From an optimization exercise on the open Yosys and OpenROAD flow, aimed at small area, a short achievable clock period and few clock cycles per item; shortcuts taken in it are not production practice. Where RTL was checked, it was by simulation tests only, not by an equivalence proof against the original.

Setup of quartz:
==> flow/design.v (excerpt) <==
module line_escape_motion_controller (
	input  logic                                clk,
	input  logic                                arst_n,
	input  logic                                cfg_we,
	input  logic [0:0]                          cfg_index,
	input  logic [lemc_pkg::REG_W-1:0]          cfg_data,
	input  logic                                in_valid,
	output logic                                in_ready,
	input  logic                                on_line,
	input  logic                                front_level,
	input  logic                                back_level,
	input  logic                                right_level,
	input  logic                                left_level,
	input  logic signed [lemc_pkg::MOT_W-1:0]   move_x,
	input  logic signed [lemc_pkg::MOT_W-1:0]   move_y,
	input  logic [lemc_pkg::DIST_W-1:0]         ir_distance,
	output logic                                out_valid,
	input  logic                                out_ready,
	output logic signed [lemc_pkg::MOT_W-1:0]   drive_x,
	output logic signed [lemc_pkg::MOT_W-1:0]   drive_y
);
export LEC_CHECK = 0
export CAP_MARGIN = 20
export CORE_MARGIN = 2
export CORE_UTILIZATION = 55
export CTS_CLUSTER_DIAMETER = 80
export CTS_CLUSTER_SIZE = 30
export PLACE_DENSITY = 0.7
export SETUP_SLACK_MARGIN = 5
export SLEW_MARGIN = 20
create_clock -name core_clock -period 11.0 [get_ports {clk}]
standard.sh (not shown) runs the stock make flow with config.mk's settings and CLKGATE_MAP_FILE= SYNTH_SCRIPT=/design/flow/synth_recipe.tcl, a recipe that flattens the netlist after the stock synthesis.
==> flow/flow/run.sh <==
#!/bin/bash
# The standard layout (the standard.sh make call: same synthesis and settings), with
# the port buffers that global placement inserts on every input and output made
# sky130_fd_sc_hd__buf_1 cells. make's output goes to make.log; each tool's full log is
# under orfs/logs.
set -euo pipefail
W=$(pwd)
cmd=$(grep '^make ' standard.sh | head -1)
eval "$cmd BUFFER_PORTS_ARGS='-buffer_cell sky130_fd_sc_hd__buf_1'" > make.log 2>&1
res=$(ls -d "$W"/orfs/results/*/line_escape_motion_controller/base)
: # left out here: write the final layout as DEF
Testbench counts of quartz, summed over its fixed seeds: cycles 12,895, items 12,000.
### quartz -> sierra
==> flow/run.sh (new file) <==
#!/bin/bash
# synth_recipe.tcl (not shown) runs the flow's synth.tcl, then flattens the netlist and writes it again
# the make line also repeats each setting of config.mk as NAME=value (left out here)
make -C /OpenROAD-flow-scripts/flow DESIGN_CONFIG=/design/flow/config.mk WORK_HOME=/design/flow/orfs CLKGATE_MAP_FILE= SYNTH_SCRIPT=/design/flow/synth_recipe.tcl finish
--- a/flow/config.mk
+++ b/flow/config.mk
@@ -10,4 +10,4 @@
 export CORE_UTILIZATION = 55
-export CTS_CLUSTER_DIAMETER = 80
-export CTS_CLUSTER_SIZE = 30
+export CTS_CLUSTER_DIAMETER = 100
+export CTS_CLUSTER_SIZE = 40
 export PLACE_DENSITY = 0.7
removed: flow/flow/run.sh
removed: flow/standard.sh
Findings:
Taking quartz as the reference point, the wire length of the first global-routing pass of sierra rises by about 2.5%.
sierra gives more cell area than quartz did.
met3 global-route usage ended up 0.70 points lower on sierra than on quartz.
The placed instance count was comparable across quartz and sierra.
Compared quartz against sierra.
Proportion of cell area occupied by registers for sierra: 0.58 points down relative to quartz

* * *

Setup of before:
line_escape_motion_controller, a different RTL version from the one above (not shown whole).
Size: ~2600 cells after synthesis, roughly 250 flip-flops, about 0.023 mm2 of cells after synthesis.
==> flow/config.mk <==
export PLATFORM = sky130hd
export DESIGN_NAME = line_escape_motion_controller
export DESIGN_NICKNAME = line_escape_motion_controller
export VERILOG_FILES = /design/flow/design.v
export SDC_FILE = /design/flow/constraint.sdc
export NUM_CORES = 4
export LEC_CHECK = 0
export CAP_MARGIN = 20
export CORE_MARGIN = 2
export CORE_UTILIZATION = 55
export CTS_CLUSTER_DIAMETER = 100
export CTS_CLUSTER_SIZE = 40
export PLACE_DENSITY = 0.7
export SETUP_SLACK_MARGIN = 5
export SLEW_MARGIN = 20
==> flow/constraint.sdc <==
create_clock -name core_clock -period 11.0 [get_ports {clk}]
set_input_delay 2.2000 -clock core_clock [delete_from_list [all_inputs] [get_ports {clk}]]
set_output_delay 2.2000 -clock core_clock [all_outputs]
set_load 0.01 [all_outputs]
run.sh (not shown) runs the stock make flow with config.mk's settings and CLKGATE_MAP_FILE= SYNTH_SCRIPT=/design/flow/synth_recipe.tcl, a recipe that flattens the netlist after the stock synthesis.
Stock flow here: none of the scripts above is used.
before: flow completed, timing, DRC and antenna clean
> inputs changed (before -> after)
# before
export LEC_CHECK = 0
export CAP_MARGIN = 20
export CORE_MARGIN = 2
export CORE_UTILIZATION = 55
export CTS_CLUSTER_DIAMETER = 100
export CTS_CLUSTER_SIZE = 40
export PLACE_DENSITY = 0.7
export SETUP_SLACK_MARGIN = 5
export SLEW_MARGIN = 20
create_clock -name core_clock -period 11.0 [get_ports {clk}]
# after
export LEC_CHECK = 0
export CAP_MARGIN = 20
export CORE_MARGIN = 2
export CORE_UTILIZATION = 40
export SETUP_SLACK_MARGIN = 5
export SLEW_MARGIN = 20
create_clock -name core_clock -period 11.0 [get_ports {clk}]
Findings:
Summary of after over before: final cell area excluding filler cells climbed about 3%; die footprint climbed 0.016 mm2; setup slack of the worst register-to-register path climbed 0.10 ns.
Compared to before, the routing of after uses more wire.
Function was not checked in any run of this note: the RTL went through the layout flow alone.

[port drivers added, routing unchanged]
How much do the figures lean on ideal ports? The routed layouts below were timed once more, with nothing changed but the port constraints. Step 1 sets driving cells, clkbuf_16 on the clock port and buf_2 on the other inputs (assumed; they add their load-dependent delay and slew). Step 2, shift: input delay + t, output delay - t, t = (earliest + latest rising clock arrival at the registers) / 2. This alone moves slack from input paths to output paths. Slacks: ideal / step 1 / step 2; pairs: ideal / step 1.
| run | shift t [ns] | setup WS [ns] | worst setup path after step 2 | clock arrival spread, ns | cell pins on the clock port's net |
|---|---|---|---|---|---|
| quartz | 0.624 | 5.138 / 5.115 / 4.728 | input to register | 0.031 / 0.032 | 1 |
| sierra | 0.591 | 5.057 / 5.031 / 4.759 | input to register | 0.017 / 0.018 | 1 |
| before | 0.579 | 5.049 / 5.026 / 4.614 | input to register | 0.030 / 0.030 | 1 |
| after | 0.627 | 5.013 / 4.991 / 4.629 | input to register | 0.035 / 0.035 | 1 |
After both steps every run listed still meets setup and hold. The setup slack of before, which loses most, moves by -0.023 ns with the drivers and by -0.435 ns with both steps.
